What follows belongs to an exercise in optimizing a design on an open flow for a short achievable clock period and few clock cycles per item; a production flow would make more cautious choices.
The RTL of this run was laid out without a check of its function.
Power figures rest on the tool's default switching activity, not on a simulated workload.

[flow/config.mk]
export PLATFORM = sky130hd
export DESIGN_NAME = tx_core
export DESIGN_NICKNAME = tx_core
export VERILOG_FILES = /design/flow/design.v
export SDC_FILE = /design/flow/constraint.sdc
export NUM_CORES = 4
export LEC_CHECK = 0
export CAP_MARGIN = 20
export CORE_MARGIN = 2
export CORE_UTILIZATION = 40
export SLEW_MARGIN = 20
[flow/constraint.sdc]
create_clock -name core_clock -period 9.0 [get_ports {clock}]
set_input_delay 1.8000 -clock core_clock [delete_from_list [all_inputs] [get_ports {clock}]]
set_output_delay 1.8000 -clock core_clock [all_outputs]
set_load 0.01 [all_outputs]
[flow/design.v]
package tx_pkg;
	localparam int WORD_WIDTH = 32;
	localparam int ADDR_WIDTH = 32;
	localparam int LEN_WIDTH = 8;
	localparam int CSUM_WIDTH = 16;
	localparam int REG_ADDR_WIDTH = 4;
	localparam int DESC_WIDTH = ADDR_WIDTH + LEN_WIDTH;
	typedef logic [WORD_WIDTH-1:0] word_t;
	typedef logic [ADDR_WIDTH-1:0] addr_t;
	typedef logic [LEN_WIDTH-1:0] len_t;
	typedef logic [CSUM_WIDTH-1:0] csum_t;
	typedef logic [DESC_WIDTH-1:0] desc_t;
	typedef logic [REG_ADDR_WIDTH-1:0] reg_addr_t;
	localparam reg_addr_t REG_CTRL = 4'h0;
	localparam reg_addr_t REG_DESC_ADDR = 4'h4;
	localparam reg_addr_t REG_DESC_LEN = 4'h8;
	localparam reg_addr_t REG_STATUS = 4'hC;
	localparam int CTRL_EN_BIT = 0;
	localparam int CTRL_IRQ_EN_BIT = 1;
	localparam int DESC_FIFO_DEPTH = 4;
	localparam int META_FIFO_DEPTH = 4;
	localparam int CSUM_FIFO_DEPTH = 4;
	localparam int DATA_FIFO_DEPTH = 16;
	localparam int DATA_COUNT_WIDTH = $clog2(DATA_FIFO_DEPTH + 1);
	typedef enum logic [1:0] {
		S_IDLE,
		S_FETCH,
		S_READ,
		S_LAST
	} ctrl_state_t;
endpackage
`timescale 1ns/1ns
module tx_fifo #(
	parameter int WIDTH = 8,
	parameter int DEPTH = 4
) (
	input wire logic clock,
	input wire logic arst_n_i,
	input wire logic push_i,
	input wire logic [WIDTH-1:0] push_data_i,
	input wire logic pop_i,
	output logic [WIDTH-1:0] head_o,
	output logic empty_o,
	output logic full_o,
	output logic [$clog2(DEPTH+1)-1:0] count_o
);
	localparam int PTR_WIDTH = (DEPTH > 1) ? $clog2(DEPTH) : 1;
	localparam int CNT_WIDTH = $clog2(DEPTH + 1);
	logic [WIDTH-1:0] mem [DEPTH];
	logic [PTR_WIDTH-1:0] wr_ptr_q;
	logic [PTR_WIDTH-1:0] rd_ptr_q;
	logic [CNT_WIDTH-1:0] count_q;
	logic do_push;
	logic do_pop;
	logic [PTR_WIDTH-1:0] wr_ptr_next;
	logic [PTR_WIDTH-1:0] rd_ptr_next;
	assign wr_ptr_next = (wr_ptr_q == PTR_WIDTH'(DEPTH - 1)) ? '0 : wr_ptr_q + 1'b1;
	assign rd_ptr_next = (rd_ptr_q == PTR_WIDTH'(DEPTH - 1)) ? '0 : rd_ptr_q + 1'b1;
	assign do_push = push_i && !full_o;
	assign do_pop = pop_i && !empty_o;
	always_ff @(posedge clock) begin
		if (do_push)
			mem[wr_ptr_q] <= push_data_i;
	end
	always_ff @(posedge clock or negedge arst_n_i) begin
		if (!arst_n_i) begin
			wr_ptr_q <= '0;
			rd_ptr_q <= '0;
			count_q <= '0;
		end else begin
			if (do_push)
				wr_ptr_q <= wr_ptr_next;
			if (do_pop)
				rd_ptr_q <= rd_ptr_next;
			case ({do_push, do_pop})
				2'b10: count_q <= count_q + 1'b1;
				2'b01: count_q <= count_q - 1'b1;
				default: ;
			endcase
		end
	end
	assign head_o = mem[rd_ptr_q];
	assign empty_o = (count_q == '0);
	assign full_o = (count_q == CNT_WIDTH'(DEPTH));
	assign count_o = count_q;
endmodule
`timescale 1ns/1ns
module tx_mmr (
	input wire logic clock,
	input wire logic arst_n_i,
	input wire logic reg_wr_en_i,
	input tx_pkg::reg_addr_t reg_addr_i,
	input tx_pkg::word_t reg_wr_data_i,
	input wire logic desc_full_i,
	input wire logic frame_done_i,
	output tx_pkg::word_t reg_rd_data_o,
	output logic enable_o,
	output logic desc_push_o,
	output tx_pkg::desc_t desc_o,
	output logic channel_irq_o
);
	logic enable_q;
	logic irq_en_q;
	tx_pkg::addr_t desc_addr_q;
	logic pending_q;
	logic [7:0] frame_cnt_q;
	logic wr_ctrl;
	logic wr_addr;
	logic wr_len;
	logic wr_status;
	assign wr_ctrl = reg_wr_en_i && (reg_addr_i == tx_pkg::REG_CTRL);
	assign wr_addr = reg_wr_en_i && (reg_addr_i == tx_pkg::REG_DESC_ADDR);
	assign wr_len = reg_wr_en_i && (reg_addr_i == tx_pkg::REG_DESC_LEN);
	assign wr_status = reg_wr_en_i && (reg_addr_i == tx_pkg::REG_STATUS);
	always_ff @(posedge clock or negedge arst_n_i) begin
		if (!arst_n_i) begin
			enable_q <= 1'b0;
			irq_en_q <= 1'b0;
			desc_addr_q <= '0;
			pending_q <= 1'b0;
			frame_cnt_q <= '0;
		end else begin
			if (wr_ctrl) begin
				enable_q <= reg_wr_data_i[tx_pkg::CTRL_EN_BIT];
				irq_en_q <= reg_wr_data_i[tx_pkg::CTRL_IRQ_EN_BIT];
			end
			if (wr_addr)
				desc_addr_q <= reg_wr_data_i;
			if (frame_done_i)
				frame_cnt_q <= frame_cnt_q + 8'd1;
			if (frame_done_i)
				pending_q <= 1'b1;
			else if (wr_status && reg_wr_data_i[0])
				pending_q <= 1'b0;
		end
	end
	assign desc_push_o = wr_len && !desc_full_i;
	assign desc_o = {desc_addr_q, reg_wr_data_i[tx_pkg::LEN_WIDTH-1:0]};
	always_comb begin
		reg_rd_data_o = '0;
		case (reg_addr_i)
			tx_pkg::REG_CTRL: begin
				reg_rd_data_o[tx_pkg::CTRL_EN_BIT] = enable_q;
				reg_rd_data_o[tx_pkg::CTRL_IRQ_EN_BIT] = irq_en_q;
			end
			tx_pkg::REG_DESC_ADDR: reg_rd_data_o = desc_addr_q;
			tx_pkg::REG_STATUS: begin
				reg_rd_data_o[0] = pending_q;
				reg_rd_data_o[15:8] = frame_cnt_q;
				reg_rd_data_o[16] = desc_full_i;
			end
			default: ;
		endcase
	end
	assign enable_o = enable_q;
	assign channel_irq_o = pending_q && irq_en_q;
endmodule
`timescale 1ns/1ns
module tx_ctrl (
	input wire logic clock,
	input wire logic arst_n_i,
	input wire logic enable_i,
	input wire logic desc_empty_i,
	input tx_pkg::desc_t desc_i,
	input wire logic meta_full_i,
	input wire logic [tx_pkg::DATA_COUNT_WIDTH-1:0] data_count_i,
	input wire logic csum_full_i,
	input tx_pkg::word_t mem_rd_data_i,
	output logic desc_pop_o,
	output logic meta_push_o,
	output tx_pkg::len_t meta_len_o,
	output logic mem_rd_en_o,
	output tx_pkg::addr_t mem_addr_o,
	output logic word_valid_o,
	output tx_pkg::word_t word_o,
	output logic sof_o,
	output logic eof_o
);
	tx_pkg::ctrl_state_t state_q;
	tx_pkg::ctrl_state_t state_d;
	tx_pkg::addr_t addr_q;
	tx_pkg::len_t remain_q;
	logic first_q;
	logic room;
	logic issue;
	tx_pkg::addr_t desc_addr;
	tx_pkg::len_t desc_len;
	assign desc_addr = desc_i[tx_pkg::DESC_WIDTH-1:tx_pkg::LEN_WIDTH];
	assign desc_len = desc_i[tx_pkg::LEN_WIDTH-1:0];
	assign room = (data_count_i <= tx_pkg::DATA_COUNT_WIDTH'(tx_pkg::DATA_FIFO_DEPTH - 2));
	always_comb begin
		state_d = state_q;
		issue = 1'b0;
		case (state_q)
			tx_pkg::S_IDLE: begin
				if (enable_i && !desc_empty_i && !meta_full_i)
					state_d = tx_pkg::S_FETCH;
			end
			tx_pkg::S_FETCH: begin
				state_d = (desc_len == tx_pkg::LEN_WIDTH'(1)) ? tx_pkg::S_LAST : tx_pkg::S_READ;
			end
			tx_pkg::S_READ: begin
				issue = enable_i && room;
				if (issue && remain_q == tx_pkg::LEN_WIDTH'(2))
					state_d = tx_pkg::S_LAST;
			end
			tx_pkg::S_LAST: begin
				issue = enable_i && room && !csum_full_i;
				if (issue)
					state_d = tx_pkg::S_IDLE;
			end
			default: state_d = tx_pkg::S_IDLE;
		endcase
	end
	always_ff @(posedge clock or negedge arst_n_i) begin
		if (!arst_n_i) begin
			state_q <= tx_pkg::S_IDLE;
			remain_q <= '0;
			first_q <= 1'b0;
			word_valid_o <= 1'b0;
			sof_o <= 1'b0;
			eof_o <= 1'b0;
		end else begin
			state_q <= state_d;
			if (state_q == tx_pkg::S_FETCH) begin
				remain_q <= desc_len;
				first_q <= 1'b1;
			end else if (issue) begin
				remain_q <= remain_q - 1'b1;
				first_q <= 1'b0;
			end
			word_valid_o <= issue;
			sof_o <= issue && first_q;
			eof_o <= issue && (state_q == tx_pkg::S_LAST);
		end
	end
	always_ff @(posedge clock) begin
		if (state_q == tx_pkg::S_FETCH)
			addr_q <= desc_addr;
		else if (issue)
			addr_q <= addr_q + 32'd4;
	end
	assign desc_pop_o = (state_q == tx_pkg::S_FETCH);
	assign meta_push_o = (state_q == tx_pkg::S_FETCH);
	assign meta_len_o = desc_len;
	assign mem_rd_en_o = issue;
	assign mem_addr_o = addr_q;
	assign word_o = mem_rd_data_i;
endmodule
`timescale 1ns/1ns
module tx_csum (
	input wire logic clock,
	input wire logic arst_n_i,
	input wire logic word_valid_i,
	input tx_pkg::word_t word_i,
	input wire logic sof_i,
	input wire logic eof_i,
	output logic csum_push_o,
	output tx_pkg::csum_t csum_o
);
	localparam int SUM_WIDTH = tx_pkg::CSUM_WIDTH + 2;
	localparam int FOLD_WIDTH = tx_pkg::CSUM_WIDTH + 1;
	tx_pkg::csum_t sum_q;
	tx_pkg::csum_t base;
	logic [SUM_WIDTH-1:0] total;
	logic [FOLD_WIDTH-1:0] fold;
	tx_pkg::csum_t sum_d;
	assign base = sof_i ? '0 : sum_q;
	assign total = SUM_WIDTH'(base) + SUM_WIDTH'(word_i[tx_pkg::CSUM_WIDTH-1:0])
		+ SUM_WIDTH'(word_i[tx_pkg::WORD_WIDTH-1:tx_pkg::CSUM_WIDTH]);
	assign fold = FOLD_WIDTH'(total[tx_pkg::CSUM_WIDTH-1:0])
		+ FOLD_WIDTH'(total[SUM_WIDTH-1:tx_pkg::CSUM_WIDTH]);
	assign sum_d = fold[tx_pkg::CSUM_WIDTH-1:0] + tx_pkg::CSUM_WIDTH'(fold[tx_pkg::CSUM_WIDTH]);
	always_ff @(posedge clock) begin
		if (word_valid_i)
			sum_q <= sum_d;
	end
	always_ff @(posedge clock or negedge arst_n_i) begin
		if (!arst_n_i)
			csum_push_o <= 1'b0;
		else
			csum_push_o <= word_valid_i && eof_i;
	end
	assign csum_o = ~sum_q;
endmodule
`timescale 1ns/1ns
module tx_core (
	input wire logic clock,
	input wire logic arst_n_i,
	input wire logic reg_wr_en_i,
	input tx_pkg::reg_addr_t reg_addr_i,
	input tx_pkg::word_t reg_wr_data_i,
	output tx_pkg::word_t reg_rd_data_o,
	output logic mem_rd_en_o,
	output tx_pkg::addr_t mem_addr_o,
	input tx_pkg::word_t mem_rd_data_i,
	input wire logic meta_rd_en_i,
	output tx_pkg::len_t meta_data_o,
	output logic meta_empty_o,
	input wire logic data_rd_en_i,
	output tx_pkg::word_t data_o,
	output logic data_empty_o,
	input wire logic csum_rd_en_i,
	output tx_pkg::csum_t csum_o,
	output logic csum_empty_o,
	output logic channel_irq_o
);
	logic enable;
	logic desc_push;
	tx_pkg::desc_t desc_in;
	logic desc_pop;
	tx_pkg::desc_t desc_head;
	logic desc_empty;
	logic desc_full;
	logic meta_push;
	tx_pkg::len_t meta_len;
	logic meta_full;
	logic [tx_pkg::DATA_COUNT_WIDTH-1:0] data_count;
	logic data_full;
	logic word_valid;
	tx_pkg::word_t word;
	logic sof;
	logic eof;
	logic csum_push;
	tx_pkg::csum_t csum_val;
	logic csum_full;
	logic frame_done;
	assign frame_done = csum_push;
	tx_mmr tx_mmr_0 (
		.clock, .arst_n_i,
		.reg_wr_en_i, .reg_addr_i, .reg_wr_data_i, .reg_rd_data_o,
		.desc_full_i(desc_full), .frame_done_i(frame_done),
		.enable_o(enable), .desc_push_o(desc_push), .desc_o(desc_in),
		.channel_irq_o
	);
	tx_ctrl tx_ctrl_0 (
		.clock, .arst_n_i,
		.enable_i(enable), .desc_empty_i(desc_empty), .desc_i(desc_head),
		.meta_full_i(meta_full), .data_count_i(data_count), .csum_full_i(csum_full),
		.mem_rd_data_i,
		.desc_pop_o(desc_pop), .meta_push_o(meta_push), .meta_len_o(meta_len),
		.mem_rd_en_o, .mem_addr_o,
		.word_valid_o(word_valid), .word_o(word), .sof_o(sof), .eof_o(eof)
	);
	tx_csum tx_csum_0 (
		.clock, .arst_n_i,
		.word_valid_i(word_valid), .word_i(word), .sof_i(sof), .eof_i(eof),
		.csum_push_o(csum_push), .csum_o(csum_val)
	);
	tx_fifo #(.WIDTH(tx_pkg::DESC_WIDTH), .DEPTH(tx_pkg::DESC_FIFO_DEPTH)) desc_fifo (
		.clock, .arst_n_i,
		.push_i(desc_push), .push_data_i(desc_in), .pop_i(desc_pop),
		.head_o(desc_head), .empty_o(desc_empty), .full_o(desc_full), .count_o()
	);
	tx_fifo #(.WIDTH(tx_pkg::LEN_WIDTH), .DEPTH(tx_pkg::META_FIFO_DEPTH)) meta_fifo (
		.clock, .arst_n_i,
		.push_i(meta_push), .push_data_i(meta_len), .pop_i(meta_rd_en_i),
		.head_o(meta_data_o), .empty_o(meta_empty_o), .full_o(meta_full), .count_o()
	);
	tx_fifo #(.WIDTH(tx_pkg::WORD_WIDTH), .DEPTH(tx_pkg::DATA_FIFO_DEPTH)) data_fifo (
		.clock, .arst_n_i,
		.push_i(word_valid), .push_data_i(word), .pop_i(data_rd_en_i),
		.head_o(data_o), .empty_o(data_empty_o), .full_o(data_full), .count_o(data_count)
	);
	tx_fifo #(.WIDTH(tx_pkg::CSUM_WIDTH), .DEPTH(tx_pkg::CSUM_FIFO_DEPTH)) csum_fifo (
		.clock, .arst_n_i,
		.push_i(csum_push), .push_data_i(csum_val), .pop_i(csum_rd_en_i),
		.head_o(csum_o), .empty_o(csum_empty_o), .full_o(csum_full), .count_o()
	);
endmodule
[flow/run.sh]
#!/bin/bash
# synth_recipe.tcl (not shown) runs the flow's synth.tcl, then flattens the netlist and writes it again
# the make line also repeats each setting of config.mk as NAME=value (left out here)
make -C /OpenROAD-flow-scripts/flow DESIGN_CONFIG=/design/flow/config.mk WORK_HOME=/design/flow/orfs CLKGATE_MAP_FILE= SYNTH_SCRIPT=/design/flow/synth_recipe.tcl finish
==> notes.md <==
[layer usage]
metal	part of all wire	vias to the layer above	track usage
met3	0.064	153	0.0379
met2	0.51	595	0.332
met1	0.40	10891	0.241
met5	0.00062	-	0
li1	-	9386	-
met4	0.024	10	0.0549
[where the power goes]
part	switching [mW]	leakage, nW	internal, mW
combinational	2.77	5.43	2.35
sequential	0.519	8.50	5.11
clock	1.64	1.49	2.20
[cell families (layout without fill, tap and decap cells)]
family | count (synthesis) | count (layout) | share of synthesized area
compound gates | 314 | 314 | 0.0529
xor+xnor | 99 | 99 | 0.0232
fa+ha+maj | 78 | 78 | 0.0270
buf+inv | 164 | 504 | 0.0163
flops | 908 | 908 | 0.703
mux | 308 | 308 | 0.125
simple gates | 405 | 405 | 0.0520
[metrics by stage]
stage               hold slack, ns  setup WS [ns]  setup TNS, ns  area [um2]
finish                       0.457          0.580              0       45000
global placement             0.448          0.178              0       41900
global route                 0.490         0.0573              0       45000
floorplan                    0.434          0.989              0       38100
CTS                          0.462          0.613              0       45000
detailed placement           0.447        -0.0609        -0.0609       41900
[repair_timing]
action,in CTS,in global routing
gates resized for setup,0,1
setup buffers,0,0
setup endpoints to repair,0,1
[worst paths after layout]
check                                          start                                  end  slack, ns  cells after the start
setup reg to reg           tx_ctrl_0.sof_o$_DFF_PN0_        tx_csum_0.sum_q[15]$_DFFE_PP_       1.35                     36
hold reg to reg            tx_ctrl_0.eof_o$_DFF_PN0_      tx_csum_0.csum_push_o$_DFF_PN0_       0.46                      1
hold / removal             tx_ctrl_0.eof_o$_DFF_PN0_      tx_csum_0.csum_push_o$_DFF_PN0_       0.46                      1
setup / recovery                    mem_rd_data_i[0]        tx_csum_0.sum_q[15]$_DFFE_PP_       0.58                     36
min in group asynchronous                   arst_n_i  tx_mmr_0.desc_addr_q[3]$_DFFE_PN0P_       1.14                      1
max in group asynchronous                   arst_n_i    csum_fifo.rd_ptr_q[0]$_DFFE_PN0P_       6.57                      2
[cells in the mapped netlist (all sizes together), types with 7 or more instances]
cell type	instances	area, um2
a21o	15	114
a21oi	55	275
a221oi	33	289
a22oi	33	248
and2	38	241
and3	20	125
buf	29	114
clkbuf	64	240
dfrtp	92	2300
edfxtp	816	24500
fa	7	140
ha	71	888
inv	71	267
mux2	68	766
mux2i	112	1120
mux4	128	2880
nand2	141	529
nand2b	15	93.8
nand3	33	170
nand4	10	62.6
nor2	79	297
nor2b	9	56.3
nor3	24	120
o21a	7	53.8
o21ai	131	656
or3	7	43.8
xnor2	57	518
xor2	42	368
[critical path, delay by kind of cell]
family / cells / cell delay, ns
XOR/XNOR: 3 / 0.45
adder cells (fa/ha/maj): 6 / 1.46
buffers and inverters: 2 / 0.68
AO/OA/AOI/OAI: 11 / 1.70
AND/OR/NAND/NOR: 14 / 2.74
[area by class of cell]
class	count	area share
flip-flops and latches	908	0.596
multi-input cells	1204	0.241
clock buffers	121	0.0559
repair buffers	256	0.0539
well taps	1265	0.0352
clock inverters	56	0.0122
inverters	71	0.00592
[registers in the layout, indices dropped and copies added, names as in the netlist, 4 cells and up]
name,flops
tx_csum_0.sum_q,16
csum_fifo.mem,64
data_fifo.count_q,5
meta_fifo.mem,32
tx_mmr_0.desc_addr_q,32
data_fifo.mem,512
data_fifo.rd_ptr_q,4
data_fifo.wr_ptr_q,4
desc_fifo.mem,160
tx_ctrl_0.addr_q,32
tx_ctrl_0.remain_q,8
tx_mmr_0.frame_cnt_q,8
==> results.json <==
{
  "crit_type": "input pin to register",
  "yosysSeqAreaShare": 0.703,
  "maxCapViolations": 0,
  "peakVddDrop_mv": 0.246,
  "wl_um": 92500,
  "start_kind": "input pin",
  "grt_pass1_wl_um": 139000,
  "grt_max_degree": 121,
  "hold_buffers": 0,
  "clk_pin_slew_ns": 0.06,
  "die_h_um": 313,
  "syn_nets": 2428,
  "drtIter0Drc": 1622,
  "postRouteAntennaNets": 0,
  "cts_num_sinks": 908,
  "report.final.slew_viol_count": 0,
  "wl_per_cell_um": 23.8,
  "fp.dieW_um": 313,
  "io_buffer_count": 198,
  "synthCells": 2276,
  "power_density_mw_per_mm2": 324,
  "syn_to_final_growth_pct": 18.1,
  "clockBufferDepth": 3,
  "arrival_ns": 8.83,
  "worst_ep_required_time_ns": 9.41,
  "layout-drive-gt1-share": 0.170,
  "end_kind": "register",
  "stdcell_count": 3881,
  "tritoncts": "built",
  "cts_root_buf": "clkbuf_16",
  "synthFlopType": "edfxtp_1",
  "rows": 113,
  "clock_latency_ns": 0.67,
  "cts_max_level": 3,
  "start_util": 0.402,
  "cp_common_cell": "ha_1",
  "grt_util_all_layers": 0.190,
  "fillers": 8047,
  "numCtsBuffers": 95,
  "power_mw": 14.6,
  "grt_overflow_total": 0,
  "dp.cells": 3704,
  "ys_seq_elements": 908,
  "path_max_fanout": 6,
  "rsz0062_at_grt": "false",
  "hold_viol": 0,
  "finish.utilization": 0.475,
  "netlist_area_mm2": 0.0381,
  "multiInputGateArea_mm2": 0.0108,
  "syn_area_per_cell_um2": 16.7,
  "n_antenna_cell": 0,
  "die_area_mm2": 0.0978,
  "synth_cell_type_count": 75,
  "vias": 21035,
  "relSlewSlack": 0.310,
  "cp_slowest_stage_delay_ns": 0.63,
  "period_share": 0.936,
  "grt_pass1_vias": 21957,
  "nNetsFinal": 2688,
  "drc": 0,
  "crit_slowest_cell": "clkdlybuf4s50_1",
  "viasPerCell": 5.42,
  "min_path_type": "register to register",
  "dr.pass1.iters": 6,
  "final_common_cell": "edfxtp_1",
  "antenna_found_initial": 5,
  "register_area_mm2": 0.0268,
  "finalSetupViolCount": 0,
  "yosys_warnings": 7,
  "tightest_slew_ns": 1.03,
  "min_period_ns": 8.42,
  "gp_congestion": 0.868,
  "async_flop_share": 0.101,
  "outcome": "no timing/DRC/antenna violations",
  "synth_edf_count": 816,
  "coreArea_mm2": 0.0947,
  "hpwlAfterDp_um": 53500,
  "pin_count": 199,
  "max_freq_mhz": 119,
  "p_leak_nw": 15.4,
  "final_cell_mix": "816 x edfxtp_1, 197 x clkdlybuf4s50_1, 140 x nand2_1, 128 x o21ai_0, 128 x mux4_2",
  "finClkSkew_ns": 0.0513
}

static timing again, ports no longer ideal:
How much do the figures lean on ideal ports? The routed layout below was timed once more, with nothing changed but the port constraints. Step 1, drivers: a clkbuf_16 drives clock and a buf_2 each remaining input, both assumed. Step 2 also shifts input and output timing later by t, the mid clock arrival at the registers, as if the neighbouring blocks saw the same clock. Slacks: ideal / step 1 / step 2; pairs: ideal / step 1.
shift t [ns]: 0.712
slack for setup (ns): 0.580 / 0.626 / -0.086
worst setup path after step 2: input to register
worst slew at a driven data input, ns: 0.12
With both steps, setup timing fails in this run, where it was met with ideal ports. The setup slack of this run moves by +0.046 ns with the drivers and by -0.666 ns with both steps.
